Source: an optimization exercise on an open RTL-to-GDS flow (aim: small area, a short achievable clock period and few clock cycles). Production flows keep margins and buffers that such runs may drop. In this exercise RTL edits were held to simulation tests only and were not proved equivalent to the original. No activity file was given, so power comes from the tool's default toggle rates.

## design/flow/config.mk

```make
export PLATFORM = sky130hd
export DESIGN_NAME = octree_searcher
export DESIGN_NICKNAME = octree_searcher
export VERILOG_FILES = /design/flow/design.v
export SDC_FILE = /design/flow/constraint.sdc
export NUM_CORES = 4
export LEC_CHECK = 0
export ABC_AREA = 1
export CAP_MARGIN = 20
export CORE_MARGIN = 2
export CORE_UTILIZATION = 40
export SETUP_SLACK_MARGIN = 3.25
export SLEW_MARGIN = 20
export TNS_END_PERCENT = 10
```

## design/flow/constraint.sdc

```tcl
create_clock -name core_clock -period 6.0 [get_ports {clk}]
set_input_delay 1.2000 -clock core_clock [delete_from_list [all_inputs] [get_ports {clk}]]
set_output_delay 1.2000 -clock core_clock [all_outputs]
set_load 0.01 [all_outputs]
```

## design/flow/design.v

```verilog
`default_nettype none
package octree_pkg;
  typedef logic [16-1:0]   addr_t;
  typedef logic [64-1:0]   word_t;
  typedef logic [3-1:0]  level_t;
  typedef logic [12-1:0]    pos_t;
  typedef logic [12-1:0]   slot_t;
  typedef logic [4-1:0] lod_mask_t;
  typedef enum logic [1:0] {WALK_IDLE, WALK_POP, WALK_READ, WALK_SCAN} walk_state_e;
  typedef enum logic [1:0] {FETCH_IDLE, FETCH_READ, FETCH_WAIT, FETCH_HOLD} fetch_state_e;
endpackage
`default_nettype wire
`timescale 1ns/1ps
`default_nettype none
import octree_pkg::*;
module octree_searcher
(
  input  logic           clk,
  input  logic           rst_n,
  input  logic           start_i,
  input  octree_pkg::lod_mask_t      lod_mask_i,
  output logic           busy_o,
  output logic           done_o,
  output logic           sram_cen_o,
  output octree_pkg::addr_t          sram_addr_o,
  input  octree_pkg::word_t          sram_q_i,
  output octree_pkg::word_t          feature_o,
  output logic           feature_valid_o,
  input  logic           feature_ready_i
);
  function automatic logic [2:0] ffs8(input logic [7:0] m);
    ffs8 = m[0] ? 3'd0 : m[1] ? 3'd1 : m[2] ? 3'd2 : m[3] ? 3'd3 :
           m[4] ? 3'd4 : m[5] ? 3'd5 : m[6] ? 3'd6 : 3'd7;
  endfunction
  logic        s_idle, s_issue, s_data, s_dec, s_adv, s_done;
  logic        qfeat_q;    
  logic [1:0]  lvl_q;      
  logic [1:0]  dep_q;      
  logic [7:0]  m0_q, m1_q, m2_q;   
  logic [7:0]  cap_q;      
  logic [9:0]  slot_q;     
  logic        fbusy_q;
  logic [7:0]  fa_q;       
  logic [7:0]  fmask_q;    
  logic [1:0]  fk_q;       
  logic        freq, ffire;
  assign freq  = fbusy_q && !s_issue && !s_idle;
  assign ffire = freq && (!qfeat_q || feature_ready_i);
  assign sram_cen_o  = qfeat_q && !feature_ready_i;
  assign sram_addr_o = (s_issue || s_idle) ? {8'b0, slot_q[9:2]} : {5'b0, 1'b1, fa_q, fk_q};
  assign feature_o       = sram_q_i;
  assign feature_valid_o = qfeat_q;
  assign busy_o          = !s_idle;
  assign done_o          = s_done && !fbusy_q && !qfeat_q;
  logic [7:0] fafter, frest;
  logic       f_last, f_accept;
  logic [2:0] fn;
  always_comb begin
    for (int j = 0; j < 8; j++) fafter[j] = (fa_q[2:0] != 3'd0) && (3'(j) >= fa_q[2:0]);
  end
  assign frest    = fmask_q & fafter;
  assign f_last   = (fk_q == 2'd3) && (frest == 8'd0);
  assign f_accept = !fbusy_q || (ffire && f_last);
  assign fn       = ffs8(frest);
  logic [15:0] lane;
  logic [7:0]  cbits, sbits;
  assign lane = sram_q_i[{slot_q[1:0], 4'b0000} +: 16];
  always_comb begin
    for (int i = 0; i < 8; i++) begin
      cbits[i] = lane[2*i];
      sbits[i] = lane[2*i+1];
    end
  end
  logic leaf, any;
  assign leaf = (dep_q == lvl_q);
  assign any  = |cap_q;
  logic [7:0] mp, mp_rest, after;
  logic       more;
  logic [2:0] n;
  always_comb begin
    for (int j = 0; j < 8; j++) after[j] = (slot_q[2:0] != 3'd0) && (3'(j) >= slot_q[2:0]);
  end
  assign mp      = (dep_q == 2'd1) ? m0_q : (dep_q == 2'd2) ? m1_q : m2_q;
  assign mp_rest = mp & after;
  assign more    = (dep_q != 2'd0) && (mp_rest != 8'd0);
  assign n       = ffs8(mp_rest);
  logic [3:0] lod_above;
  logic       has_next_lvl;
  logic [1:0] next_lvl;
  always_comb begin
    for (int i = 0; i < 4; i++) lod_above[i] = lod_mask_i[i] && (2'(i) > lvl_q);
    has_next_lvl = |lod_above;
    next_lvl = lod_above[1] ? 2'd1 : lod_above[2] ? 2'd2 : 2'd3;
  end
  logic [2:0] ic;
  logic [9:0] child_slot, sib_slot, par_slot;
  logic [6:0] lo_inc, hi_inc, hi_dec;
  always_comb begin
    lo_inc     = slot_q[6:0] + 7'd1;
    hi_inc     = slot_q[9:3] + 7'd1;
    hi_dec     = slot_q[9:3] - 7'd1;
    ic         = ffs8(cap_q);
    child_slot = {(ic == 3'd7) ? lo_inc : slot_q[6:0], 3'(ic + 3'd1)};
    sib_slot   = {(n == 3'd7) ? hi_inc : slot_q[9:3], 3'(n + 3'd1)};
    par_slot   = {3'd0, (slot_q[2:0] == 3'd0) ? hi_dec : slot_q[9:3]};
  end
  logic dec_desc, dec_hold, handoff, adv, adv_sib, adv_up, adv_end;
  assign dec_desc = s_dec && !leaf && any;
  assign dec_hold = s_dec && leaf && any && !f_accept;
  assign handoff  = s_dec && leaf && any && f_accept;
  assign adv      = s_adv || (s_dec && !dec_desc && !dec_hold);
  assign adv_sib  = adv && more;
  assign adv_up   = adv && !more && (dep_q != 2'd0);
  assign adv_end  = adv && (dep_q == 2'd0);
  logic [7:0] fa_next;
  assign fa_next = {(fn == 3'd7) ? fa_q[7:3] + 5'd1 : fa_q[7:3], 3'(fn + 3'd1)};
  always_ff @(posedge clk or negedge rst_n) begin
    if (!rst_n) begin
      s_idle    <= 1'b1;
      s_issue   <= 1'b0;
      s_data    <= 1'b0;
      s_dec     <= 1'b0;
      s_adv     <= 1'b0;
      s_done    <= 1'b0;
      qfeat_q   <= 1'b0;
      fbusy_q   <= 1'b0;
      fk_q      <= 2'd0;
      slot_q    <= 10'd0;
    end else begin
      qfeat_q <= ffire || (qfeat_q && !feature_ready_i);
      if (ffire) begin
        fk_q <= fk_q + 2'd1;
        if (f_last) fbusy_q <= 1'b0;
      end
      if (handoff) fbusy_q <= 1'b1;
      if (s_idle && start_i) begin
        s_idle <= 1'b0;
        if (lod_mask_i == 4'd0) s_done <= 1'b1;
        else s_data <= 1'b1;
      end
      if (s_issue && (!qfeat_q || feature_ready_i)) begin
        s_issue <= 1'b0;
        s_data  <= 1'b1;
      end
      if (s_data) begin
        s_data <= 1'b0;
        s_dec  <= 1'b1;
      end
      if (dec_desc) begin
        s_dec   <= 1'b0;
        s_issue <= 1'b1;
        slot_q  <= child_slot;
      end
      if (adv) begin
        s_dec <= 1'b0;
        s_adv <= adv_up;
      end
      if (adv_sib) begin
        s_issue <= 1'b1;
        slot_q  <= sib_slot;
      end
      if (adv_up) slot_q <= par_slot;
      if (adv_end) begin
        slot_q <= 10'd0;
        if (has_next_lvl) s_issue <= 1'b1;
        else s_done <= 1'b1;
      end
      if (done_o) begin
        s_done <= 1'b0;
        s_idle <= 1'b1;
      end
    end
  end
  always_ff @(posedge clk) begin
    if (s_idle && start_i) begin
      dep_q <= 2'd0;
      lvl_q <= lod_mask_i[0] ? 2'd0 : lod_mask_i[1] ? 2'd1 : lod_mask_i[2] ? 2'd2 : 2'd3;
    end
    if (s_data) cap_q <= leaf ? sbits : cbits;
    if (dec_desc) begin
      dep_q <= dep_q + 2'd1;
      case (dep_q)
        2'd0: m0_q <= cap_q;
        2'd1: m1_q <= cap_q;
        default: m2_q <= cap_q;
      endcase
    end
    if (adv_up) dep_q <= dep_q - 2'd1;
    if (adv_end) lvl_q <= next_lvl;
    if (ffire && (fk_q == 2'd3)) fa_q <= fa_next;
    if (handoff) begin
      fa_q    <= child_slot[7:0];
      fmask_q <= cap_q;
    end
  end
endmodule
`default_nettype wire
```

## design/flow/flow/run.sh

```bash
#!/bin/bash
# Standard ORFS layout, with small buffers on the ports and a clock tree
# without dummy balancing loads, built from larger sink clusters.
set -euo pipefail
export BUFFER_PORTS_ARGS="-buffer_cell sky130_fd_sc_hd__buf_1"
export CTS_ARGS="-sink_clustering_enable -repair_clock_nets -buf_list sky130_fd_sc_hd__clkbuf_8 -sink_clustering_size 40 -sink_clustering_max_diameter 100 -dont_use_dummy_load"
bash standard.sh > standard_make.log 2>&1
```

## design/flow/standard.sh

```bash
#!/bin/bash
# synth_recipe.tcl (not shown) runs the flow's synth.tcl, then flattens the netlist and writes it again
# the make line also repeats each setting of config.mk as NAME=value (left out here)
make -C /OpenROAD-flow-scripts/flow DESIGN_CONFIG=/design/flow/config.mk WORK_HOME=/design/flow/orfs CLKGATE_MAP_FILE= SYNTH_SCRIPT=/design/flow/synth_recipe.tcl "${@:-finish}"
```

==> impl_results.md, run 1 <==
* Setup crit end kind: output pin
* Setup TNS at 0 ns
* VDD IR max at 192 µV
* WP data arrival at 1.64 ns
* Slew Limit Fails at 0
* RSZ-0062 raised after global routing: true
* Share of cells above drive strength 1 at 9.93%
* Crit-path cells: buf_1 -> buf_1
* Final setup violation count at 0
* Leak at 2.42 nW
* Worst rel slew slack at 54.2%
* Hold WC Path Type: reg -> reg
* Final Hold Vio Count at 0
* CP Class: in -> out
* Die height at 118 µm
* H-tree Lvls at 3
* Switching share of total power at 49.0%
* YS warnings at 1
* CTS tree: built
* Post-route ant nets at 0
* Initial DRT Pass Iterations at 4
* Reg clk slew, reported paths at 0.06 ns
* Longest Clk Path Bufs at 2
* Grt total ovfl at 0
* # hold bufs at CTS at 0
* Most frequent cell on the critical path: buf_1
* Worst-Margin Slew at 0.684 ns
* Post-synthesis cell area at 5210 µm²
* R2R setup slack at 3.49 ns
* Max incr delay on CP at 0.25 ns
* Routed wire length per instance at 14.8 µm
* Final period utilization at 47.4%
* Hold Crit Depth at 1
* Clock latency (worst-skew pair) at 0.35 ns
* Filler cells at 1,316
* Worst hold start: fk_q[0]
* Clk sinks at 71
* Std-Cell Rows at 41
* Clock Power Share at 9.5%
* Total of max-cap violations at 0
* Diodes inserted at 0
* Iteration-0 DRC Markers at 239
* DP HPWL at 10,600 µm
* Global Route Usage Sum at 19.2%
* R2R Path End: slot_q[3]
* Comb power frac at 59.8%
* Initial Util at 41.1%
* Mean Syn Cell Area at 7.83 µm²
* Yosys cell types at 44
* Power Dens Cells at 533 nW/µm²
* Tmin final at 2.84 ns
* Post-Synthesis Cells at 666
* Cell family with most CP delay: buffers and inverters
* Top-Level Pins at 156
* Startpoint Class: primary input
* Switching power at 1.50 mW
* Status: no timing/DRC/antenna violations
* Hold_ws at 0.499 ns
* Final net count at 845
* Synthesis-to-layout area growth at 10.1%
* Initial antenna violation count at 0
* Reg area at 2040 µm²
* Vias at 4,529
* Skew final at 0.0395 ns
* Internal power at 1.56 mW
* Post-route setup slack at 3.16 ns
* Final core utilization at 45.3%
* Largest net degree at the start of global routing at 39
* Crit-path slowest cell: buf_1
* Worst R2R Path Depth at 15
* Footprint of the multi-input gates at 2390 µm²
* Die X at 118 µm
* Hold Crit Endpoint: fk_q[0]
* DRC Markers at 0
* Core area at 12,700 µm²
* Root Buffer Master: clkbuf_8
* Vias/cell at 4.89
* First-pass GRT wire length at 21,400 µm
* Achievable Freq at 352 MHz
* Vias in the first global route at 4,412
* Critical path peak fanout at 2
* Crit Reg-Reg Startpoint: dep_q[0]
* Routability Congestion at 0.938
* Post-synthesis register bit count at 71
* Num CTS Buffers at 9
* WP buf/inv at 2
* Sequential Power Share at 30.7%
* Number of buffers added on ports at 150
* Post-synthesis sequential area ratio at 39.0%
* Die area at 14,000 µm²
* Setup slack at placement at 2.90 ns
* CP required at 4.80 ns
* WL final at 13,700 µm
cell usage after synthesis:
master	count	area [µm²]
or2_1	2	12.5
edfxtp_1	51	1530
o21ai_4	1	16.3
nor3_1	7	35.0
nor2_2	4	25.0
nor2_8	1	20.0
clkinv_1	1	3.75
nand3_2	2	20.0
o21a_1	2	15.0
buf_1	2	7.51
dfstp_2	1	26.3
inv_1	49	184
buf_4	71	533
a21oi_1	11	55.1
ha_1	16	200
o31ai_1	1	7.51
a22oi_1	1	7.51
conb_1	1	3.75
clkbuf_1	11	41.3
nor2_4	3	33.8
o21a_2	1	8.76
a21oi_2	1	8.76
nand3b_1	3	22.5
nand2_8	1	20.0
dfrtp_1	19	475
o211ai_1	4	30.0
o21bai_1	2	15.0
o21ai_1	6	30.0
nand2_1	132	495
mux2_2	1	11.3
buf_2	4	20.0
o22ai_1	9	56.3
nor2_1	98	368
nand3_4	1	17.5
nand4_1	5	31.3
o21ai_0	51	255
or2_2	1	6.26
buf_6	2	22.5
nand2_2	5	31.3
nand2_4	3	33.8
xor2_1	22	193
a31oi_1	10	62.6
inv_2	13	48.8
nand3_1	34	170
cell usage in the layout (no fill, tap or decap), types with 3 or more instances in the layout:
| cell | netlist | routed |
|---|---|---|
| o211ai_1 | 4 | 4 |
| nor2_2 | 4 | 3 |
| xor2_1 | 22 | 22 |
| inv_2 | 13 | 11 |
| nor2_1 | 98 | 98 |
| nand3b_1 | 3 | 3 |
| clkbuf_8 | 0 | 9 |
| ha_1 | 16 | 12 |
| edfxtp_1 | 51 | 51 |
| nand4_1 | 5 | 5 |
| o22ai_1 | 9 | 9 |
| a21oi_1 | 11 | 11 |
| inv_1 | 49 | 48 |
| nand2_4 | 3 | 3 |
| buf_4 | 71 | 11 |
| o21ai_0 | 51 | 51 |
| nand2_1 | 132 | 131 |
| nor3_1 | 7 | 6 |
| conb_1 | 1 | 5 |
| ha_4 | 0 | 3 |
| buf_1 | 2 | 148 |
| o21ai_1 | 6 | 6 |
| a31oi_1 | 10 | 10 |
| nand3_1 | 34 | 34 |
| nand2_2 | 5 | 6 |
| dfrtp_1 | 19 | 17 |
| nor2_4 | 3 | 4 |
power by group through the flow:
stage	Sequential, mW	Combinational, mW	Clock, mW
finish	0.939	1.83	0.289
global route	0.965	2.08	0.312
CTS	0.933	1.68	0.296
detailed placement	0.939	1.67	0
global placement	0.938	1.64	0
floorplan	0.873	1.34	0
how the worst max path moves through the flow:
stage	startpoint	end	slack (ns)	cells past startpoint
after floorplan	feature_ready_i	sram_cen_o	3.37	1
after global placement	feature_ready_i	fa_q[6]	3.00	10
after detailed placement	feature_ready_i	fa_q[5]	2.90	10
after CTS	sram_q_i[53]	feature_o[53]	3.18	2
after global routing	feature_ready_i	sram_cen_o	3.15	3
final	sram_q_i[53]	feature_o[53]	3.16	2
cell type report:
cell class	count	share of cell area, %
well taps	172	3.75
clock buffers	9	2.16
flip-flops and latches	71	35.5
inverters	63	4.51
repair buffers	164	12.3
repair inverters	1	0.0872
multi-input cells	447	41.7
routing by layer:
layer / part of all wire (%) / vias up / global-route usage (%)
met3: 5.5 / 20 / 2.41
met2: 50 / 157 / 34.0
met5: 0 / - / 0
li1: - / 2289 / -
met1: 42 / 2063 / 23.5
met4: 2.6 / 0 / 7.61
cells by family after synthesis:
group,count (synthesis),synth area share [%]
AO/OA/AOI/OAI,100,10.9
XOR/XNOR,22,3.70
adder cells (fa/ha/maj),16,3.84
buffers and inverters,153,16.5
flip-flops,71,39.0
multiplexers,1,0.216
other,1,0.0719
AND/OR/NAND/NOR,302,25.8
flip-flops by register name, indices dropped and copies added, names as in the netlist:
| signal | cells |
|---|---|
| s_idle | 1 |
| fa_q | 8 |
| fbusy_q | 1 |
| m0_q | 8 |
| s_adv | 1 |
| dep_q | 2 |
| fk_q | 2 |
| s_dec | 1 |
| fmask_q | 7 |
| s_done | 1 |
| qfeat_q | 1 |
| lvl_q | 2 |
| m1_q | 8 |
| m2_q | 8 |
| s_data | 1 |
| slot_q | 10 |
| s_issue | 1 |
| cap_q | 8 |
repair_timing:
item,CTS,global route
cloned,0,3
gates resized for setup,6,19
pin swaps,0,2
setup buffers,0,10
endpoints found under the setup margin,19,32
per-stage QoR:
step	std cells	total power [mW]	area (µm²)
after CTS	914	2.91	5550
after global routing	927	3.36	5740
final	927	3.06	5740
after detailed placement	905	2.60	5400
after floorplan	670	2.22	5230
after global placement	905	2.58	5400
Testbench counts, summed over its fixed seeds: cycles 55,432.
==> run 2, diff against run 1 <==
--- a/design/flow/config.mk
+++ b/design/flow/config.mk
@@ -8,7 +8,7 @@
 export ABC_AREA = 1
 export CAP_MARGIN = 20
 export CORE_MARGIN = 2
-export CORE_UTILIZATION = 40
+export CORE_UTILIZATION = 70
+export PLACE_DENSITY = 0.85
 export SETUP_SLACK_MARGIN = 3.25
 export SLEW_MARGIN = 20
-export TNS_END_PERCENT = 10
==> run 2 against run 1 <==
Effect of this change:
- power increased by 2.2%
- routed wire length increased by 2.2%
- sequential share of layout area increased by 0.60 points
- area after synthesis unchanged
- largest cell class unchanged
- sequential power increased by 0.7%
- global-route usage increased by 15 points
- utilization increased by 33 points
- first-iteration DRC count increased by 87%
- critical path depth increased by 1
- highest routed layer unchanged
- hold slack improved by 0.0072 ns
- non-clock buffer count unchanged
==> impl_results.md, run 2 <==
* Status: no timing/DRC/antenna violations
* Initial Util at 72.3% (+31 points)
* Root Buffer Master: clkbuf_8
* Std-Cell Rows at 31 (-24%)
* Worst rel slew slack at 50.3% (-3.9 points)
* Iteration-0 DRC Markers at 446 (+87%)
* Biggest register: slot_q
* First-pass GRT wire length at 21,600 µm (+0.61%)
* Critical path peak fanout at 2 (unchanged)
* Largest net degree at the start of global routing at 38 (-2.6%)
* Core area at 7210 µm² (-43%)
* RSZ-0062 raised after global routing: true
* Achievable Freq at 364 MHz (+3.4%)
* Synthesis-to-layout area growth at 8.38%
* DRC Markers at 0 (unchanged)
* WP data arrival at 1.55 ns (-0.09 ns)
* Final net count at 846 (+0.12%)
* Asr flop ratio synth at 28.2% (unchanged)
* Max FFs per register at 10 (unchanged)
* Final period utilization at 45.8% (-1.5 points)
* Final core utilization at 78.3% (+33 points)
* Longest Clk Path Bufs at 2 (unchanged)
* Startpoint Class: primary input
* Hold WC Path Type: reg -> reg
* Final setup violation count at 0 (unchanged)
* Vias/cell at 5.72 (+17%)
* YS warnings at 1 (unchanged)
* Vias in the first global route at 4,386 (-0.59%)
* H-tree Lvls at 3 (unchanged)
* Die X at 90.3 µm (-24%)
* Routability Congestion at 0.958 (+2.1%)
* Most common cell in the synthesized netlist: nand2_1
* Post-synth top area share at 29.4% (unchanged)
* Power Dens Cells at 553 nW/µm² (+3.8%)
* Number of synthesized flops with an enable pin at 51 (unchanged)
* Setup crit end kind: output pin
* Yosys cell types at 44 (unchanged)
* Tmin final at 2.75 ns (-0.0927 ns)
* Post-synthesis cell area at 5210 µm² (unchanged)
* # hold bufs at CTS at 0 (unchanged)
* Diodes inserted at 0 (unchanged)
* Mean Syn Cell Area at 7.83 µm² (unchanged)
* Routed wire length per instance at 16.4 µm (+11%)
* CP Class: in -> out
* Initial antenna violation count at 0 (unchanged)
* Die height at 90.3 µm (-24%)
* Share of cells above drive strength 1 at 11.1% (+1.2 points)
* List of most frequent post-synthesis cells: nand2_1, nor2_1, buf_4
* DP Area at 5300 µm² (-2.0%)
* Clock latency (worst-skew pair) at 0.35 ns (about the same)
* Post-synthesis sequential area ratio at 39.0% (unchanged)
* VDD IR max at 311 µV (+62%)
* Final Hold Vio Count at 0 (unchanged)
* Post-route cell area at 5650 µm² (-1.5%)
* CTS tree: built
* Post-synthesis register bit count at 71 (unchanged)
* Skew final at 0.0251 ns (-0.0144 ns)
* DP HPWL at 10,400 µm (-1.2%)
* Slew Limit Fails at 0 (unchanged)
* CP required at 4.80 ns (about the same)
* Post-route ant nets at 0 (unchanged)
* Main synth FF type: edfxtp_1
* Global Route Usage Sum at 33.8% (+15 points)
* WL final at 14,000 µm (+2.2%)
* Clk sinks at 71 (unchanged)
* Most common cell after layout, fill and taps aside: buf_1
* Initial DRT Pass Iterations at 6 (+2)
* Commonest non-fill, non-tap cells in the layout: buf_1, nand2_1, nor2_1
* Number of buffers added on ports at 150 (unchanged)
* Leak at 2.44 nW (+0.49%)
* Total of max-cap violations at 0 (unchanged)
* Worst-Margin Slew at 0.743 ns (+0.0586 ns)
* Reg clk slew, reported paths at 0.08 ns (+0.02 ns)
* Setup TNS at 0 ns (unchanged)
* R2R setup slack at 3.46 ns (-0.03 ns)
* Top post-synthesis cells by area: edfxtp_1, buf_4, nand2_1
* Vias at 4,888 (+7.9%)
* Die area at 8150 µm² (-42%)
* Top-Level Pins at 156 (unchanged)
* Grt total ovfl at 0 (unchanged)
* Num CTS Buffers at 9 (unchanged)
* Post-Synthesis Cells at 666 (unchanged)
* Synth area leader: edfxtp_1
[run 2: cell type report]
class                   count  area [µm²]
clock buffers               9         124
fillers                   556        1570
inverters                  63         250
multi-input cells         447        2380
flip-flops and latches     71        2040
well taps                  99         124
repair buffers            164         721
repair inverters            2        10.0
[run 2: power breakdown]
group / internal (mW) / total (mW) / switching, mW
Sequential: 0.772 / 0.946 / 0.174
Clock: 0.134 / 0.288 / 0.154
Combinational: 0.655 / 1.89 / 1.24
[run 2: worst paths after layout]
check / to / from / cells after the start
setup / recovery: sram_cen_o / feature_ready_i / 3
min in group asynchronous: qfeat_q / rst_n / 1
max in group asynchronous: slot_q[1] / rst_n / 1
hold / removal: fk_q[0] / fk_q[0] / 1
hold reg to reg: fk_q[0] / fk_q[0] / 1
setup reg to reg: slot_q[8] / dep_q[0] / 15
[run 2: worst max-delay path, stage by stage]
cell and delay (ns):
buf_1 0.10, nor2_4 0.13, buf_6 0.12
[run 2: cell families after synthesis]
family                   synth area share (%)
XOR/XNOR                                 3.70
buffers and inverters                    16.5
multiplexers                            0.216
AO/OA/AOI/OAI                            10.9
other                                  0.0719
AND/OR/NAND/NOR                          25.8
flip-flops                               39.0
adder cells (fa/ha/maj)                  3.84
[run 2: stage by stage]
stage / worst slack [ns] / hold WS [ns] / std cells / power, mW
finish: 3.25 / 0.506 / 855 / 3.13
global route: 3.24 / 0.536 / 855 / 3.36
CTS: 3.24 / 0.507 / 842 / 2.95
detailed placement: 2.61 / 0.492 / 830 / 2.62
global placement: 2.75 / 0.490 / 830 / 2.56
floorplan: 3.37 / 0.469 / 670 / 2.22
[run 2: what timing repair did]
item	4_1_cts	5_1_grt
buffers inserted	2	11
endpoints found under the setup margin	19	27
gates cloned	1	2
pin swaps	1	4
resized for setup	10	18
[run 2: metal layers]
metal	global-route usage [%]	part of all wire, %	vias to the layer above
met4	9.62	1.8	0
met2	56.6	49	277
li1	-	-	2292
met5	0	0	-
met1	45.2	40	2290
met3	6.59	8.7	29
==> run 3, diff against run 2 <==
--- a/design/flow/config.mk
+++ b/design/flow/config.mk
@@ -8,7 +8,7 @@
 export ABC_AREA = 1
 export CAP_MARGIN = 20
 export CORE_MARGIN = 2
-export CORE_UTILIZATION = 70
-export PLACE_DENSITY = 0.85
+export CORE_UTILIZATION = 55
+export PLACE_DENSITY = 0.7
 export SETUP_SLACK_MARGIN = 3.25
 export SLEW_MARGIN = 20
==> run 3 against run 2 <==
Effect of this change:
- synthesized cell count did not move
- clock power barely moved
- first-iteration DRC count fell by 31%
- routed wire length rose by 0.17%
- non-clock buffer count rose by 1
- critical endpoint is now feature_o[59]
- sequential power fell by 0.5%
- cell area barely moved
- utilization fell by 17 points
- sequential share of layout area barely moved
- critical path type unchanged
- count of clock-buffer cells in the layout did not move
==> impl_results.md, run 3 <==
* Cell family with most CP delay: buffers and inverters
* Filler cells at 881 (+58%)
* DP HPWL at 11,000 µm (+5.6%)
* Post-route setup slack at 3.28 ns (+0.0255 ns)
* Startpoint Class: primary input
* Crit path depth at 2 (-1)
* Achievable Freq at 367 MHz (+0.94%)
* CP Class: in -> out
* Reg area at 2040 µm² (unchanged)
* Initial DRT Pass Iterations at 6 (unchanged)
* Main synth FF type: edfxtp_1
* Max incr delay on CP at 0.18 ns (+0.05 ns)
* Most common cell after layout, fill and taps aside: buf_1
* Vias/cell at 5.40 (-5.6%)
* Std-Cell Rows at 35 (+13%)
* Reg clk slew, reported paths at 0.05 ns (-0.03 ns)
* Clock latency (worst-skew pair) at 0.34 ns (about the same)
* Iteration-0 DRC Markers at 309 (-31%)
* Routed wire length per instance at 16.2 µm (-1.3%)
* CP required at 4.80 ns (about the same)
* Hold Crit Depth at 1 (unchanged)
* YS warnings at 1 (unchanged)
* Routability Congestion at 0.945 (-1.3%)
* Longest Clk Path Bufs at 2 (unchanged)
* Share of cells above drive strength 1 at 11.4% (+0.25 points)
* Global Route Usage Sum at 27.5% (-6.3 points)
* Total of max-cap violations at 0 (unchanged)
* Initial antenna violation count at 0 (unchanged)
* Status: no timing/DRC/antenna violations
* Most frequent cell on the critical path: buf_1
* Vias at 4,685 (-4.2%)
* Commonest non-fill, non-tap cells in the layout: buf_1, nand2_1, nor2_1
* First-pass GRT wire length at 21,600 µm (+0.39%)
* Clk sinks at 71 (unchanged)
* WP buf/inv at 2 (unchanged)
* Setup slack at placement at 2.69 ns (+0.0760 ns)
* Yosys cell types at 44 (unchanged)
* Final net count at 847 (+0.12%)
* H-tree Lvls at 3 (unchanged)
* Worst rel slew slack at 53.0% (+2.7 points)
* Post-Synthesis Cells at 666 (unchanged)
* Slew Limit Fails at 0 (unchanged)
* Skew final at 0.0155 ns (-0.00962 ns)
* Largest net degree at the start of global routing at 38 (unchanged)
* WP data arrival at 1.52 ns (-0.03 ns)
* Top-Level Pins at 156 (unchanged)
* Core area at 9200 µm² (+27%)
* Hold WC Path Type: reg -> reg
* Diodes inserted at 0 (unchanged)
* Worst-Margin Slew at 0.702 ns (-0.0412 ns)
* Number of synthesized flops with an enable pin at 51 (unchanged)
* Synthesis-to-layout area growth at 8.43% (about the same)
* Power Dens Cells at 539 nW/µm² (-2.6%)
* Worst R2R Path Depth at 15 (unchanged)
* Synth area leader: edfxtp_1
* Footprint of the multi-input gates at 2380 µm² (-0.26%)
* Number of buffers added on ports at 150 (unchanged)
* Initial Util at 56.7% (-16 points)
* Max FFs per register at 10 (unchanged)
* Die X at 101 µm (+12%)
* Root Buffer Master: clkbuf_8
* Post-route ant nets at 0 (unchanged)
* Biggest register: slot_q
* Post-synthesis cell area at 5210 µm² (unchanged)
* Post-synth top area share at 29.4% (unchanged)
* Critical path peak fanout at 2 (unchanged)
* Top post-synthesis cells by area: edfxtp_1, buf_4, nand2_1
* Post-synthesis register bit count at 71 (unchanged)
* Setup crit end kind: output pin
* Final period utilization at 45.4% (-0.43 points)
* Setup TNS at 0 ns (unchanged)
* Total chip power at 3.05 mW (-2.6%)
* WL final at 14,100 µm (+0.17%)
* Die area at 10,300 µm² (+26%)
* Most common cell in the synthesized netlist: nand2_1
* DRC Markers at 0 (unchanged)
* Leak at 2.44 nW (+0.31%)
* # hold bufs at CTS at 0 (unchanged)
* Mean Syn Cell Area at 7.83 µm² (unchanged)
* Crit-path slowest cell: buf_1
* Tmin final at 2.72 ns (-0.0255 ns)
* Asr flop ratio synth at 28.2% (unchanged)
* RSZ-0062 raised after global routing: true
* Die height at 101 µm (+12%)
* Final Hold Vio Count at 0 (unchanged)
* Final setup violation count at 0 (unchanged)
* Crit-path cells: buf_1 -> buf_1
* VDD IR max at 216 µV (-30%)
* List of most frequent post-synthesis cells: nand2_1, nor2_1, buf_4
* Vias in the first global route at 4,373 (-0.30%)
* Post-synthesis sequential area ratio at 39.0% (unchanged)
* Grt total ovfl at 0 (unchanged)
* Num CTS Buffers at 9 (unchanged)
* CTS tree: built
run 3: timing repair:
item	CTS	global route
endpoints found under the setup margin	21	26
endpoints found under the hold margin	0	0
pin swaps	1	3
gates cloned	1	2
resized for setup	15	16
setup buffers	2	11
run 3: cell type report:
class	instances	area share, %
multi-input cells	447	42.0
flip-flops and latches	71	36.1
inverters	63	4.38
clock buffers	9	2.19
repair inverters	2	0.177
well taps	111	2.46
repair buffers	165	12.7
run 3: logic make-up (layout without fill, tap and decap cells):
logic type / after synthesis / count (layout) / synth area share, %
and+or+nand+nor: 302 / 302 / 25.8
buffers and inverters: 153 / 239 / 16.5
AOI/OAI and AO/OA: 100 / 101 / 10.9
DFF: 71 / 71 / 39.0
xor gates and xnor gates: 22 / 22 / 3.70
adders and majority gates: 16 / 16 / 3.84
other: 1 / 5 / 0.0719
muxes: 1 / 1 / 0.216
run 3: worst paths after layout:
path | slack, ns | startpoint | endpoint
hold reg to reg | 0.50 | fk_q[0] | fk_q[0]
max in group asynchronous | 4.61 | rst_n | s_idle
hold / removal | 0.50 | fk_q[0] | fk_q[0]
setup / recovery | 3.28 | sram_q_i[59] | feature_o[59]
min in group asynchronous | 0.82 | rst_n | slot_q[7]
setup reg to reg | 3.45 | dep_q[0] | slot_q[2]
run 3: through the flow:
step | cell area [µm²] | std cells | hold slack [ns] | util (%)
global route | 5650 | 868 | 0.514 | 61.5
CTS | 5510 | 855 | 0.505 | 59.9
global placement | 5310 | 842 | 0.486 | 57.8
floorplan | 5230 | 670 | 0.469 | -
finish | 5650 | 868 | 0.503 | 61.5
detailed placement | 5330 | 843 | 0.494 | 57.9
run 3: report_power, final:
group          internal, mW  switching (mW)
combinational         0.636            1.18
clock                 0.134           0.155
sequential            0.772           0.169
total                  1.54            1.50
run 3: per-layer routing:
metal	wire [µm]	up-vias	global-route usage (%)
li1	-	2294	-
met1	5540	2160	33.6
met2	7310	205	49.7
met3	893	26	4.14
met4	311	0	9.46
met5	0	-	0
==> run 4, diff against run 3 <==
--- a/design/flow/config.mk
+++ b/design/flow/config.mk
@@ -8,7 +8,7 @@
 export ABC_AREA = 1
 export CAP_MARGIN = 20
 export CORE_MARGIN = 2
-export CORE_UTILIZATION = 55
-export PLACE_DENSITY = 0.7
+export CORE_UTILIZATION = 50
+export PLACE_DENSITY = 0.65
 export SETUP_SLACK_MARGIN = 3.25
 export SLEW_MARGIN = 20
==> run 4 against run 3 <==
Effect of this change:
- still clean
- critical path depth rose by 1
- combinational power fell by 2%
- die area rose by 9.6%
- clock skew rose by 0.0044 ns
- register-to-register slack got worse by 0.02 ns
- worst setup slack got worse by 0.043 ns
- clock power barely moved
==> impl_results.md, run 4 <==
* Main synth FF type: edfxtp_1
* Largest net degree at the start of global routing at 37 (-2.6%)
* DRC Markers at 0 (unchanged)
* RSZ-0062 raised after global routing: true
* Iteration-0 DRC Markers at 309 (unchanged)
* Post-route setup slack at 3.23 ns (-0.0433 ns)
* Setup TNS at 0 ns (unchanged)
* Hold WC Path Type: reg -> reg
* Total chip power at 3.03 mW (-0.69%)
* Achievable Freq at 361 MHz (-1.6%)
* Asr flop ratio synth at 28.2% (unchanged)
* Synthesis-to-layout area growth at 8.33% (about the same)
* Leak at 2.41 nW (-1.4%)
* Vias in the first global route at 4,501 (+2.9%)
* VDD IR max at 198 µV (-8.6%)
* Final net count at 840 (-0.83%)
* Max FFs per register at 10 (unchanged)
* Slew Limit Fails at 0 (unchanged)
* H-tree Lvls at 3 (unchanged)
* Initial antenna violation count at 0 (unchanged)
* Routability Congestion at 0.928 (-1.8%)
* Final Hold Vio Count at 0 (unchanged)
* DP HPWL at 10,800 µm (-1.8%)
* CP required at 4.80 ns (about the same)
* YS warnings at 1 (unchanged)
* Post-synthesis cell area at 5210 µm² (unchanged)
* Post-route ant nets at 0 (unchanged)
* Yosys cell types at 44 (unchanged)
* Diodes inserted at 0 (unchanged)
* Worst-Margin Slew at 0.699 ns (-0.00221 ns)
* Most common cell in the synthesized netlist: nand2_1
* Post-synth top area share at 29.4% (unchanged)
* Clk sinks at 71 (unchanged)
* First-pass GRT wire length at 22,000 µm (+1.8%)
* WP data arrival at 1.57 ns (+0.05 ns)
* Power Dens Cells at 536 nW/µm² (-0.60%)
* Worst rel slew slack at 53.2% (+0.23 points)
* Post-synthesis register bit count at 71 (unchanged)
* Number of buffers added on ports at 150 (unchanged)
* Initial DRT Pass Iterations at 4 (-2)
* Initial Util at 50.9% (-5.7 points)
* Setup slack at placement at 2.22 ns (-0.463 ns)
* CTS tree: built
* Top-Level Pins at 156 (unchanged)
* Grt total ovfl at 0 (unchanged)
* Vias/cell at 5.17 (-4.1%)
* Vias at 4,585 (-2.1%)
* Post-Synthesis Cells at 666 (unchanged)
* Global Route Usage Sum at 25.4% (-2.2 points)
* Share of cells above drive strength 1 at 10.1% (-1.2 points)
* Number of synthesized flops with an enable pin at 51 (unchanged)
* Top post-synthesis cells by area: edfxtp_1, buf_4, nand2_1
* Die height at 106 µm (+4.7%)
* Biggest register: slot_q
* Placed cells at 867 (+2.8%)
* Std-Cell Rows at 37 (+5.7%)
* Skew final at 0.0198 ns (+0.00435 ns)
* Layout Cells excl Fill at 886 (+2.1%)
* Critical path peak fanout at 4 (+2)
* Die X at 106 µm (+4.7%)
* Routed wire length per instance at 16.0 µm (-1.4%)
* Reg clk slew, reported paths at 0.06 ns (about the same)
* Tmin final at 2.77 ns (+0.0433 ns)
* Clock latency (worst-skew pair) at 0.35 ns (about the same)
* Synth area leader: edfxtp_1
* Final period utilization at 46.1% (+0.72 points)
* Total of max-cap violations at 0 (unchanged)
* # hold bufs at CTS at 0 (unchanged)
* Die area at 11,300 µm² (+9.6%)
* Startpoint Class: primary input
* Setup crit end kind: output pin
* CP Class: in -> out
* WL final at 14,200 µm (+0.69%)
* Final setup violation count at 0 (unchanged)
* R2R setup slack at 3.43 ns (-0.02 ns)
* Commonest non-fill, non-tap cells in the layout: buf_1, nand2_1, nor2_1
* Status: no timing/DRC/antenna violations
* Post-synthesis sequential area ratio at 39.0% (unchanged)
* List of most frequent post-synthesis cells: nand2_1, nor2_1, buf_4
* Mean Syn Cell Area at 7.83 µm² (unchanged)
* Longest Clk Path Bufs at 2 (unchanged)
* Core area at 10,200 µm² (+11%)
* Root Buffer Master: clkbuf_8
* Num CTS Buffers at 9 (unchanged)
* Most common cell after layout, fill and taps aside: buf_1
[run 4: cell counts after synthesis]
No cell type changed its count.
[run 4: layout make-up]
class                   instances  area, µm²
clock buffers                   9        124
fillers                       963       4580
inverters                      63        255
multi-input cells             447       2380
flip-flops and latches         71       2040
well taps                     136        170
repair buffers                159        667
repair inverters                1       5.00
[run 4: cell families (layout without fill, tap and decap cells)]
logic type	Yosys count	in the layout	synth area share, %
adders and majority gates	16	16	3.84
buffers and inverters	153	232	16.5
DFF	71	71	39.0
xor gates and xnor gates	22	22	3.70
AOI/OAI and AO/OA	100	101	10.9
and+or+nand+nor	302	302	25.8
other	1	5	0.0719
muxes	1	1	0.216
[run 4: path summary, 6_finish.rpt]
check | endpoint | cells after the start | from
min | fk_q[0] | 1 | fk_q[0]
max reg2reg | slot_q[3] | 20 | slot_q[0]
min reg2reg | fk_q[0] | 1 | fk_q[0]
min in group asynchronous | fk_q[0] | 2 | rst_n
max | sram_cen_o | 3 | feature_ready_i
max in group asynchronous | s_idle | 2 | rst_n
[run 4: timing repair]
action / 4_1_cts / 5_1_grt
endpoints found under the setup margin: 25 / 22
buffers inserted: 3 / 5
resized for setup: 18 / 11
cloned: 1 / 1
pin swaps: 1 / 2
[run 4: worst max-delay path: stages]
cell and delay [ns]:
buf_6 0.09, nor2_4 0.14, buf_6 0.13
[run 4: where the power goes]
group / internal (mW) / switching (mW)
clock network: 0.134 / 0.156
registers: 0.774 / 0.184
logic: 0.617 / 1.16
[run 4: metal layers]
metal  GRT usage, %  up-vias  wire [µm]
li1               -     2274          -
met1           29.6     2099       5870
met2           46.2      185       7120
met3           4.29       27        751
met4           9.68        0        410
met5              0        -          0
[run 4: metrics by stage]
| stage | hold WS (ns) | util (%) | area [µm²] |
|---|---|---|---|
| floorplan | 0.469 | - | 5230 |
| global placement | 0.487 | 52.2 | 5340 |
| CTS | 0.505 | 54.2 | 5550 |
| global route | 0.529 | 55.2 | 5650 |
| finish | 0.503 | 55.2 | 5650 |
| detailed placement | 0.492 | 52.2 | 5340 |
==> run 5, diff against run 4 <==
--- a/design/flow/config.mk
+++ b/design/flow/config.mk
@@ -8,7 +8,7 @@
 export ABC_AREA = 1
 export CAP_MARGIN = 20
 export CORE_MARGIN = 2
-export CORE_UTILIZATION = 50
-export PLACE_DENSITY = 0.65
+export CORE_UTILIZATION = 60
+export PLACE_DENSITY = 0.75
 export SETUP_SLACK_MARGIN = 3.25
 export SLEW_MARGIN = 20
==> run 5 against run 4 <==
Effect of this change:
- non-clock buffer count is 2 higher
- critical path type unchanged
- still clean
- via count up 2.4%
- clock skew up 0.0054 ns
==> impl_results.md, run 5 <==
* Status: no timing/DRC/antenna violations
* Post-synth top area share at 29.4% (unchanged)
* Vias in the first global route at 4,583 (+1.8%)
* Tmin final at 2.75 ns (-0.0175 ns)
* Reg clk slew, reported paths at 0.06 ns (about the same)
* Hold_ws at 0.516 ns (+0.0136 ns)
* R2R setup slack at 3.41 ns (-0.02 ns)
* Top-Level Pins at 156 (unchanged)
* Clock latency (worst-skew pair) at 0.36 ns (about the same)
* Post-synthesis register bit count at 71 (unchanged)
* Routability Congestion at 0.982 (+5.8%)
* Number of synthesized flops with an enable pin at 51 (unchanged)
* # hold bufs at CTS at 0 (unchanged)
* Worst hold start: slot_q[8]
* RSZ-0062 raised after global routing: true
* CTS tree: built
* Worst rel slew slack at 53.0% (-0.24 points)
* Std-Cell Rows at 34 (-8.1%)
* Die area at 9450 µm² (-16%)
* Worst-Margin Slew at 0.702 ns (+0.00229 ns)
* Number of buffers added on ports at 150 (unchanged)
* Final core utilization at 65.6% (+10 points)
* Post-route ant nets at 0 (unchanged)
* Final setup violation count at 0 (unchanged)
* Global Route Usage Sum at 30.1% (+4.7 points)
* Post-synthesis sequential area ratio at 39.0% (unchanged)
* Mean Syn Cell Area at 7.83 µm² (unchanged)
* Achievable Freq at 364 MHz (+0.64%)
* Worst R2R Path Depth at 17 (-15%)
* Vias at 4,697 (+2.4%)
* Clk sinks at 71 (unchanged)
* Hold Crit Endpoint: slot_q[8]
* Most common cell after layout, fill and taps aside: buf_1
* Crit Reg-Reg Startpoint: slot_q[1]
* Final net count at 842 (+0.24%)
* Synthesis-to-layout area growth at 7.59%
* Iteration-0 DRC Markers at 220 (-29%)
* H-tree Lvls at 3 (unchanged)
* YS warnings at 1 (unchanged)
* Final Hold Vio Count at 0 (unchanged)
* Core area at 8550 µm² (-16%)
* Setup crit end kind: output pin
* Hold WC Path Type: reg -> reg
* Biggest register: slot_q
* CP Class: in -> out
* Commonest non-fill, non-tap cells in the layout: buf_1, nand2_1, nor2_1
* Initial antenna violation count at 0 (unchanged)
* Setup TNS at 0 ns (unchanged)
* Post-Synthesis Cells at 666 (unchanged)
* VDD IR max at 234 µV (+18%)
* Layout Cells excl Fill at 860 (-2.9%)
* Top post-synthesis cells by area: edfxtp_1, buf_4, nand2_1
* List of most frequent post-synthesis cells: nand2_1, nor2_1, buf_4
* Post-route setup slack at 3.25 ns (+0.0175 ns)
* WP data arrival at 1.55 ns (-0.02 ns)
* Filler cells at 782 (-19%)
* Vias/cell at 5.46 (+5.5%)
* Max FFs per register at 10 (unchanged)
* Num CTS Buffers at 9 (unchanged)
* Initial Util at 61.0% (+10 points)
* DP HPWL at 10,900 µm (+0.85%)
* Most common cell in the synthesized netlist: nand2_1
* Main synth FF type: edfxtp_1
* Diodes inserted at 0 (unchanged)
* DRC Markers at 0 (unchanged)
* Startpoint Class: primary input
* Yosys cell types at 44 (unchanged)
* Slew Limit Fails at 0 (unchanged)
* Footprint of the multi-input gates at 2370 µm² (-0.52%)
* WL final at 14,100 µm (-0.28%)
* Hold Crit Depth at 2 (+1)
* Post-synthesis cell area at 5210 µm² (unchanged)
* Total of max-cap violations at 0 (unchanged)
* Routed wire length per instance at 16.4 µm (+2.7%)
* Critical path peak fanout at 3 (-1)
* Power Dens Cells at 543 nW/µm² (+1.4%)
* CP required at 4.80 ns (about the same)
* Longest Clk Path Bufs at 2 (unchanged)
* Setup slack at placement at 2.60 ns (+0.377 ns)
* Reg area at 2040 µm² (-0.18%)
* First-pass GRT wire length at 22,400 µm (+1.8%)
* Die X at 97.2 µm (-8.4%)
* R2R Path End: slot_q[9]
* Asr flop ratio synth at 28.2% (unchanged)
* Root Buffer Master: clkbuf_8
* Share of cells above drive strength 1 at 10.2% (+0.11 points)
* Die height at 97.2 µm (-8.4%)
* Placed cells at 839 (-3.2%)
* Skew final at 0.0252 ns (+0.00541 ns)
* Leak at 2.41 nW (+0.16%)
* Initial DRT Pass Iterations at 5 (+1)
* Grt total ovfl at 0 (unchanged)
* Synth area leader: edfxtp_1
* Largest net degree at the start of global routing at 38 (+2.7%)
* Final period utilization at 45.8% (-0.29 points)
run 5: how the worst max path moves through the flow:
stage	endpoint	slack (ns)	cells past startpoint	startpoint
2_1_floorplan	sram_cen_o	3.37	1	feature_ready_i
3_3_place_gp	slot_q[8]	2.73	15	slot_q[1]
3_5_place_dp	slot_q[9]	2.60	17	slot_q[1]
4_1_cts	sram_cen_o	3.25	3	feature_ready_i
5_1_grt	sram_cen_o	3.23	3	feature_ready_i
6_report	sram_cen_o	3.25	3	feature_ready_i
run 5: cell type report:
class | instances | area share [%]
flip-flops and latches | 71 | 36.3
multi-input cells | 447 | 42.3
repair buffers | 161 | 12.1
inverters | 63 | 4.53
well taps | 108 | 2.41
repair inverters | 1 | 0.0892
clock buffers | 9 | 2.21
run 5: metrics by stage:
| step | cell area [µm²] | power [mW] |
|---|---|---|
| 2_1_floorplan | 5230 | 2.22 |
| 3_3_place_gp | 5310 | 2.58 |
| 3_5_place_dp | 5310 | 2.63 |
| 4_1_cts | 5490 | 2.94 |
| 5_1_grt | 5610 | 3.30 |
| 6_report | 5610 | 3.05 |
run 5: metal layers:
layer,up-vias,track usage [%],share of wire [%]
li1,2274,-,-
met1,2190,36.7,40
met2,199,54.1,51
met3,34,4.32,5.7
met4,0,11.1,2.8
met5,-,0,0
run 5: what timing repair did:
item | in CTS | in global routing
setup buffers | 2 | 8
gates cloned | 1 | 1
gates resized for setup | 13 | 13
hold endpoints to repair | 0 | 0
endpoints found under the setup margin | 21 | 23
pin swaps | 1 | 2
run 5: cells by family (layout without fill, tap and decap cells):
kind of cell / Yosys count / in the layout / synth area share (%)
AO/OA/AOI/OAI: 100 / 101 / 10.9
XOR/XNOR: 22 / 22 / 3.70
adder cells (fa/ha/maj): 16 / 16 / 3.84
buffers and inverters: 153 / 234 / 16.5
flip-flops: 71 / 71 / 39.0
multiplexers: 1 / 1 / 0.216
other: 1 / 5 / 0.0719
AND/OR/NAND/NOR: 302 / 302 / 25.8
run 5: worst max-delay path: stages:
cell,delay (ns)
buf_6,0.10
nor2_4,0.13
buf_6,0.12
run 5: where the power goes:
part	total [mW]	switching [mW]	internal, mW
registers	0.945	0.173	0.772
clock network	0.290	0.156	0.134
logic	1.81	1.19	0.622
total	3.05	1.52	1.53
==> run 6, diff against run 5 <==
==> design/flow/flow/run.sh (replaced) <==
#!/bin/bash
# Standard ORFS layout, with small buffers on the ports and a clock tree
# without dummy balancing loads, built from larger sink clusters.
set -euo pipefail
export BUFFER_PORTS_ARGS="-buffer_cell sky130_fd_sc_hd__buf_1"
export CTS_ARGS="-sink_clustering_enable -repair_clock_nets -buf_list sky130_fd_sc_hd__clkbuf_16 -sink_clustering_size 40 -sink_clustering_max_diameter 100 -dont_use_dummy_load"
bash standard.sh > standard_make.log 2>&1
--- a/design/flow/config.mk
+++ b/design/flow/config.mk
@@ -8,7 +8,7 @@
 export ABC_AREA = 1
 export CAP_MARGIN = 20
 export CORE_MARGIN = 2
-export CORE_UTILIZATION = 60
-export PLACE_DENSITY = 0.75
+export CORE_UTILIZATION = 65
+export PLACE_DENSITY = 0.8
 export SETUP_SLACK_MARGIN = 3.25
 export SLEW_MARGIN = 20
==> run 6 against run 5 <==
Effect of this change:
- still clean
- clock power grew 48%
- sequential share of layout area shrank 0.58 points
- first-iteration DRC count grew 94%
- critical path type unchanged
==> impl_results.md, run 6 <==
* DRC Markers at 0 (unchanged)
* Number of buffers added on ports at 150 (unchanged)
* Core area at 7770 µm² (-9.2%)
* Critical path peak fanout at 3 (unchanged)
* Post-Synthesis Cells at 666 (unchanged)
* Std-Cell Rows at 32 (-5.9%)
* Most common cell after layout, fill and taps aside: buf_1
* Setup TNS at 0 ns (unchanged)
* CP Class: in -> out
* Crit-path cells: buf_6 -> nor2_4 -> buf_6
* Post-route setup slack at 3.24 ns (-0.00862 ns)
* Largest net degree at the start of global routing at 38 (unchanged)
* Filler cells at 638 (-18%)
* Final Hold Vio Count at 0 (unchanged)
* Max incr delay on CP at 0.14 ns (about the same)
* H-tree Lvls at 3 (unchanged)
* VDD IR max at 266 µV (+14%)
* # hold bufs at CTS at 0 (unchanged)
* Initial DRT Pass Iterations at 5 (unchanged)
* Global Route Usage Sum at 30.0% (-0.13 points)
* Most common cell in the synthesized netlist: nand2_1
* Skew final at 0.0141 ns (-0.0112 ns)
* Vias at 4,748 (+1.1%)
* RSZ-0062 raised after global routing: true
* Die X at 93.6 µm (-3.8%)
* Die height at 93.6 µm (-3.8%)
* Initial antenna violation count at 0 (unchanged)
* Diodes inserted at 0 (unchanged)
* Top post-synthesis cells by area: edfxtp_1, buf_4, nand2_1
* Routed wire length per instance at 15.5 µm (-5.5%)
* Asr flop ratio synth at 28.2% (unchanged)
* Leak at 2.45 nW (+1.5%)
* Slew Limit Fails at 0 (unchanged)
* YS warnings at 1 (unchanged)
* CTS tree: built
* Final setup violation count at 0 (unchanged)
* CP required at 4.80 ns (about the same)
* Post-synth top area share at 29.4% (unchanged)
* Num CTS Buffers at 9 (unchanged)
* Mean Syn Cell Area at 7.83 µm² (unchanged)
* Tmin final at 2.76 ns (+0.00862 ns)
* Cell family with most CP delay: buffers and inverters
* Longest Clk Path Bufs at 2 (unchanged)
* Top-Level Pins at 156 (unchanged)
* Synth area leader: edfxtp_1
* Share of cells above drive strength 1 at 9.95% (-0.29 points)
* WL final at 13,300 µm (-5.9%)
* WP buf/inv at 2 (unchanged)
* Commonest non-fill, non-tap cells in the layout: buf_1, nand2_1, nor2_1
* Root Buffer Master: clkbuf_16
* List of most frequent post-synthesis cells: nand2_1, nor2_1, buf_4
* Clk sinks at 71 (unchanged)
* Yosys cell types at 44 (unchanged)
* Post-synthesis sequential area ratio at 39.0% (unchanged)
* Hold_ws at 0.524 ns (+0.00784 ns)
* Most frequent cell on the critical path: buf_6
* WP data arrival at 1.56 ns (about the same)
* Hold WC Path Type: reg -> reg
* Startpoint Class: primary input
* DP HPWL at 9650 µm (-12%)
* Post-route ant nets at 0 (unchanged)
* Vias/cell at 5.55 (+1.6%)
* Grt total ovfl at 0 (unchanged)
* Number of synthesized flops with an enable pin at 51 (unchanged)
* Post-synthesis register bit count at 71 (unchanged)
* Die area at 8750 µm² (-7.4%)
* Vias in the first global route at 4,230 (-7.7%)
* Total of max-cap violations at 0 (unchanged)
* Final net count at 844 (+0.24%)
* Reg clk slew, reported paths at 0.05 ns (about the same)
* R2R setup slack at 3.44 ns (+0.03 ns)
* Routability Congestion at 0.965 (-1.8%)
* Setup crit end kind: output pin
* Synthesis-to-layout area growth at 9.39%
* Final period utilization at 46.0% (+0.14 points)
* Initial Util at 67.1% (+6.1 points)
* Iteration-0 DRC Markers at 426 (+94%)
* Crit-path slowest cell: nor2_4
* First-pass GRT wire length at 20,200 µm (-9.8%)
* Setup slack at placement at 2.67 ns (+0.0708 ns)
* Clock latency (worst-skew pair) at 0.33 ns (-0.03 ns)
* Post-synthesis cell area at 5210 µm² (unchanged)
* Worst-Margin Slew at 0.706 ns (+0.00424 ns)
* Biggest register: slot_q
* Worst rel slew slack at 52.8% (-0.20 points)
* Status: no timing/DRC/antenna violations
* Achievable Freq at 363 MHz (-0.31%)
* Max FFs per register at 10 (unchanged)
* Main synth FF type: edfxtp_1
* Power Dens Cells at 559 nW/µm² (+2.9%)
-- run 6: cell counts after synthesis --
No cell type changed its count.
-- run 6: layout make-up --
type	instances	area, µm²	share of cell area [%]
clock buffer	9	225	3.95
inverter	63	253	4.43
multi-input combinational	447	2380	41.7
sequential	71	2040	35.7
tap	102	128	2.24
timing repair buffer	162	672	11.8
timing repair inverter	2	10.0	0.176
-- run 6: worst register-to-register path: stages, from the launching register on --
cell	delay, ns
dfrtp_4	0.50
clkinvlp_4	0.15
ha_1	0.24
nor2_2	0.14
nand3b_1	0.11
or2_2	0.27
nand2_1	0.07
nand2_1	0.05
nand2_1	0.07
inv_1	0.04
ha_1	0.17
ha_2	0.22
nor2_1	0.16
nor2_2	0.09
nand3_1	0.10
nand2_1	0.08
-- run 6: worst paths after layout --
check | startpoint | cells past startpoint | end
min reg2reg | fk_q[0] | 1 | fk_q[0]
min | fk_q[0] | 1 | fk_q[0]
max in group asynchronous | rst_n | 2 | slot_q[1]
max reg2reg | slot_q[1] | 15 | slot_q[4]
max | feature_ready_i | 3 | sram_cen_o
min in group asynchronous | rst_n | 1 | slot_q[9]
-- run 6: power by group --
| part | switching, mW | internal, mW |
|---|---|---|
| registers | 0.181 | 0.774 |
| logic | 1.19 | 0.613 |
| clock network | 0.168 | 0.262 |
| total | 1.54 | 1.65 |
-- run 6: through the flow --
step / area (µm²) / utilization (%) / power, mW / std cells
3_5_place_dp: 5310 / 68.4 / 2.59 / 834
3_3_place_gp: 5300 / 68.3 / 2.55 / 833
2_1_floorplan: 5230 / - / 2.22 / 670
6_report: 5700 / 73.4 / 3.19 / 856
4_1_cts: 5590 / 71.9 / 3.06 / 846
5_1_grt: 5700 / 73.4 / 3.43 / 856
-- run 6: cell families after synthesis --
family	Yosys count	synth area share [%]
compound gates	100	10.9
xor+xnor	22	3.70
fa+ha+maj	16	3.84
buf+inv	153	16.5
flops	71	39.0
mux	1	0.216
other cells	1	0.0719
simple gates	302	25.8
-- run 6: timing repair --
action,CTS,global route
resized for setup,9,15
gates cloned,1,2
endpoints found under the setup margin,16,17
setup buffers,2,8
pin swaps,1,2
endpoints found under the hold margin,0,0
-- run 6: metal layers --
metal	vias up	GRT usage [%]	part of all wire [%]
li1	2287	-	-
met1	2177	41.9	42
met2	258	48.6	48
met3	26	4.59	8.1
met4	0	8.70	1.8
met5	-	0	0
==> run 7, diff against run 6 <==
==> design/flow/flow/run.sh (replaced) <==
#!/bin/bash
# Standard ORFS layout, with small buffers on the ports and a clock tree
# without dummy balancing loads, built from larger sink clusters.
set -euo pipefail
export BUFFER_PORTS_ARGS="-buffer_cell sky130_fd_sc_hd__buf_1"
export CTS_ARGS="-sink_clustering_enable -repair_clock_nets -buf_list sky130_fd_sc_hd__clkbuf_4 -root_buf sky130_fd_sc_hd__clkbuf_8 -sink_clustering_size 40 -sink_clustering_max_diameter 100 -dont_use_dummy_load"
bash standard.sh > standard_make.log 2>&1
--- a/design/flow/config.mk
+++ b/design/flow/config.mk
@@ -8,7 +8,7 @@
 export ABC_AREA = 1
 export CAP_MARGIN = 20
 export CORE_MARGIN = 2
-export CORE_UTILIZATION = 65
-export PLACE_DENSITY = 0.8
+export CORE_UTILIZATION = 55
+export PLACE_DENSITY = 0.7
 export SETUP_SLACK_MARGIN = 3.25
 export SLEW_MARGIN = 20
==> run 7 against run 6 <==
Effect of this change:
- still clean on timing, DRC and antenna
- clock power is 33% lower
- hold slack lost 0.021 ns
- area after synthesis stayed put
- routed wire length up 5.9%
- count of clock-buffer cells in the layout did not move
- register-to-register slack barely moved
- sequential power fell by 1%
- first-iteration DRC count is 27% lower
- maximum frequency increased by 1.3%
- sequential cell count is the same
- cell area down 0.88%
- largest cell class unchanged
==> impl_results.md, run 7 <==
* Synth Area in Adders at 3.84% (unchanged)
* DRC Markers at 0 (unchanged)
* Main synth FF type: edfxtp_1
* Post-synthesis cell area at 5210 µm² (unchanged)
* Hold WC Path Type: reg -> reg
* Total chip power at 3.05 mW (-4.4%)
* Most frequent cell on the critical path: buf_1
* Longest Clk Path Bufs at 2 (unchanged)
* Diodes inserted at 0 (unchanged)
* Final net count at 847 (+0.36%)
* Worst rel slew slack at 53.0% (+0.21 points)
* Placed cells at 843 (+1.1%)
* CP Class: in -> out
* Number of synthesized flops with an enable pin at 51 (unchanged)
* First-pass GRT wire length at 21,600 µm (+6.9%)
* Status: no timing/DRC/antenna violations
* Largest net degree at the start of global routing at 38 (unchanged)
* Worst R2R Path Depth at 15 (unchanged)
* Vias in the first global route at 4,373 (+3.4%)
* H-tree Lvls at 3 (unchanged)
* Post-synth top area share at 29.4% (unchanged)
* Mean Syn Cell Area at 7.83 µm² (unchanged)
* Initial DRT Pass Iterations at 6 (+1)
* Total of max-cap violations at 0 (unchanged)
* Post-synthesis sequential area ratio at 39.0% (unchanged)
* Post-Synthesis Cells at 666 (unchanged)
* Cell family with most CP delay: buffers and inverters
* Clk sinks at 71 (unchanged)
* Grt total ovfl at 0 (unchanged)
* Vias at 4,685 (-1.3%)
* Biggest register: slot_q
* Reg area at 2040 µm² (unchanged)
* Num CTS Buffers at 9 (unchanged)
* Crit Reg-Reg Startpoint: dep_q[0]
* DP HPWL at 11,000 µm (+14%)
* Routability Congestion at 0.945 (-2.0%)
* CTS tree: built
* Achievable Freq at 367 MHz (+1.3%)
* Startpoint Class: primary input
* Post-route ant nets at 0 (unchanged)
* Mux share of post-synthesis cell area at 0.216% (unchanged)
* Hold Crit Depth at 1 (unchanged)
* Filler cells at 881 (+38%)
* Die height at 101 µm (+8.3%)
* Tmin final at 2.72 ns (-0.0345 ns)
* Critical path peak fanout at 2 (-1)
* Share of cells above drive strength 1 at 11.4% (+1.4 points)
* Simple-gate portion of the synthesized area at 25.8% (unchanged)
* Most common cell after layout, fill and taps aside: buf_1
* Global Route Usage Sum at 27.5% (-2.4 points)
* WP buf/inv at 2 (unchanged)
* Die X at 101 µm (+8.3%)
* Final setup violation count at 0 (unchanged)
* Crit-path slowest cell: buf_1
* R2R setup slack at 3.45 ns (about the same)
* Setup crit end kind: output pin
* Yosys cell types at 44 (unchanged)
* Initial Util at 56.7% (-10 points)
* Post-synthesis register bit count at 71 (unchanged)
* Synthesis-to-layout area growth at 8.43%
* Crit-path cells: buf_1 -> buf_1
* RSZ-0062 raised after global routing: true
* CP required at 4.80 ns (about the same)
* Clock latency (worst-skew pair) at 0.34 ns (about the same)
* Skew final at 0.0155 ns (+0.00140 ns)
* Die area at 10,300 µm² (+17%)
* R2R Path End: slot_q[2]
* List of most frequent post-synthesis cells: nand2_1, nor2_1, buf_4
* Vias/cell at 5.40 (-2.7%)
* Synth Area in XOR/XNOR at 3.70% (unchanged)
* Iteration-0 DRC Markers at 309 (-27%)
* Final Hold Vio Count at 0 (unchanged)
* Reg clk slew, reported paths at 0.05 ns (about the same)
* Setup TNS at 0 ns (unchanged)
* Worst hold start: fk_q[0]
* Std-Cell Rows at 35 (+9.4%)
* Synth area leader: edfxtp_1
* Max FFs per register at 10 (unchanged)
* VDD IR max at 216 µV (-19%)
* Max incr delay on CP at 0.18 ns (+0.04 ns)
* Largest family of logic cells by synthesized area: simple AND/OR/NAND/NOR gates
* YS warnings at 1 (unchanged)
* Core area at 9200 µm² (+18%)
* Top-Level Pins at 156 (unchanged)
* Layout Cells excl Fill at 868 (+1.4%)
* Commonest non-fill, non-tap cells in the layout: buf_1, nand2_1, nor2_1
* Slew Limit Fails at 0 (unchanged)
* Final period utilization at 45.4% (-0.57 points)
* Crit path depth at 2 (-1)
* Hold Crit Endpoint: fk_q[0]
* WL final at 14,100 µm (+5.9%)
* Footprint of the multi-input gates at 2380 µm² (unchanged)
* Compound-Gate Fraction of Synth Area at 10.9% (unchanged)
* Power Dens Cells at 539 nW/µm² (-3.5%)
* Leak at 2.44 nW (-0.26%)
* Root Buffer Master: clkbuf_8
* Top post-synthesis cells by area: edfxtp_1, buf_4, nand2_1
* Initial antenna violation count at 0 (unchanged)
* Routed wire length per instance at 16.2 µm (+4.4%)
* Most common cell in the synthesized netlist: nand2_1
* Number of buffers added on ports at 150 (unchanged)
* WP data arrival at 1.52 ns (-0.04 ns)
* Worst-Margin Slew at 0.702 ns (-0.00432 ns)
* Asr flop ratio synth at 28.2% (unchanged)
==> run 7: cell counts after synthesis <==
No cell type changed its count.
==> run 7: area by class of cell <==
class                   count  area share, %
repair buffers            165           12.7
flip-flops and latches     71           36.1
clock buffers               9           2.19
inverters                  63           4.38
repair inverters            2          0.177
multi-input cells         447           42.0
well taps                 111           2.46
==> run 7: kinds of logic (layout without fill, tap and decap cells) <==
family / after synthesis / in the layout
other cells: 1 / 5
mux: 1 / 1
simple gates: 302 / 302
xor+xnor: 22 / 22
compound gates: 100 / 101
buf+inv: 153 / 239
fa+ha+maj: 16 / 16
flops: 71 / 71
==> run 7: power breakdown <==
group          switching (mW)  total [mW]  internal (mW)
combinational            1.18        1.82          0.636
clock                   0.155       0.289          0.134
sequential              0.169       0.941          0.772
==> run 7: layer usage <==
| metal | global-route usage [%] | wire (µm) |
|---|---|---|
| met5 | 0 | 0 |
| met2 | 49.7 | 7310 |
| met3 | 4.14 | 893 |
| met1 | 33.6 | 5540 |
| met4 | 9.46 | 311 |
==> run 7: worst reg2reg max path, cell delays in order (launching register included) <==
cell and delay, ns:
edfxtp_1 0.44, ha_2 0.26, inv_2 0.22, nor2_1 0.09, nand3b_1 0.17, or2_2 0.28, nand2_1 0.07, nand2_1 0.05
nand2_1 0.08, inv_1 0.05, ha_1 0.17, ha_2 0.31, nand3_1 0.07, nand3_1 0.10, nand3_1 0.08, nand2_1 0.06
==> run 7: how the worst max path moves through the flow <==
stage	startpoint	end	slack, ns
2_1_floorplan	feature_ready_i	sram_cen_o	3.37
3_3_place_gp	slot_q[1]	slot_q[9]	2.76
3_5_place_dp	slot_q[1]	slot_q[9]	2.69
4_1_cts	sram_q_i[51]	feature_o[51]	3.25
5_1_grt	feature_ready_i	fa_q[5]	3.25
6_report	sram_q_i[59]	feature_o[59]	3.28
==> run 7: stage by stage <==
step	cell area (µm²)	util [%]	setup WS, ns	hold WS, ns
6_report	5650	61.5	3.28	0.503
5_1_grt	5650	61.5	3.25	0.514
4_1_cts	5510	59.9	3.25	0.505
3_5_place_dp	5330	57.9	2.69	0.494
3_3_place_gp	5310	57.8	2.76	0.486
2_1_floorplan	5230	-	3.37	0.469
==> run 7: timing repair <==
action                                  CTS  global route
gates cloned                              1             2
hold buffers                              0             0
endpoints found under the setup margin   21            26
gates resized for setup                  15            16
pin swaps                                 1             3
buffers inserted                          2            11

what the ideal ports hide:
The flow's constraints put no driver on any port. The routed layouts listed below were extracted and timed again, unchanged, in two steps.
Step 1 (the two cells are an assumption about what drives the block):
set clk [get_ports {clk}]
set_driving_cell -lib_cell sky130_fd_sc_hd__clkbuf_16 $clk
set_driving_cell -lib_cell sky130_fd_sc_hd__buf_2 [delete_from_list [all_inputs] $clk]
Step 2 also shifts input and output timing later by t, the mid clock arrival at the registers, as if the neighbouring blocks saw the same clock.
Three values: ideal, step 1, step 2; two values: the first two.
run | shift t [ns] | slack for setup (ns) | worst setup path at the end | worst register clock-pin slew, ns
run 1 | 0.370 | 3.158 / 3.137 / 3.019 | input to register | 0.09 / 0.09
run 2 | 0.370 | 3.251 / 3.228 / 3.016 | input to register | 0.08 / 0.08
run 3 | 0.371 | 3.277 / 3.251 / 3.020 | input to register | 0.07 / 0.07
run 4 | 0.369 | 3.233 / 3.197 / 3.062 | input to register | 0.08 / 0.08
run 5 | 0.379 | 3.251 / 3.212 / 3.133 | input to register | 0.08 / 0.08
run 6 | 0.359 | 3.242 / 3.211 / 3.097 | input to register | 0.06 / 0.06
run 7 | 0.371 | 3.277 / 3.251 / 3.020 | input to register | 0.07 / 0.07
After both steps every run listed still meets setup and hold.
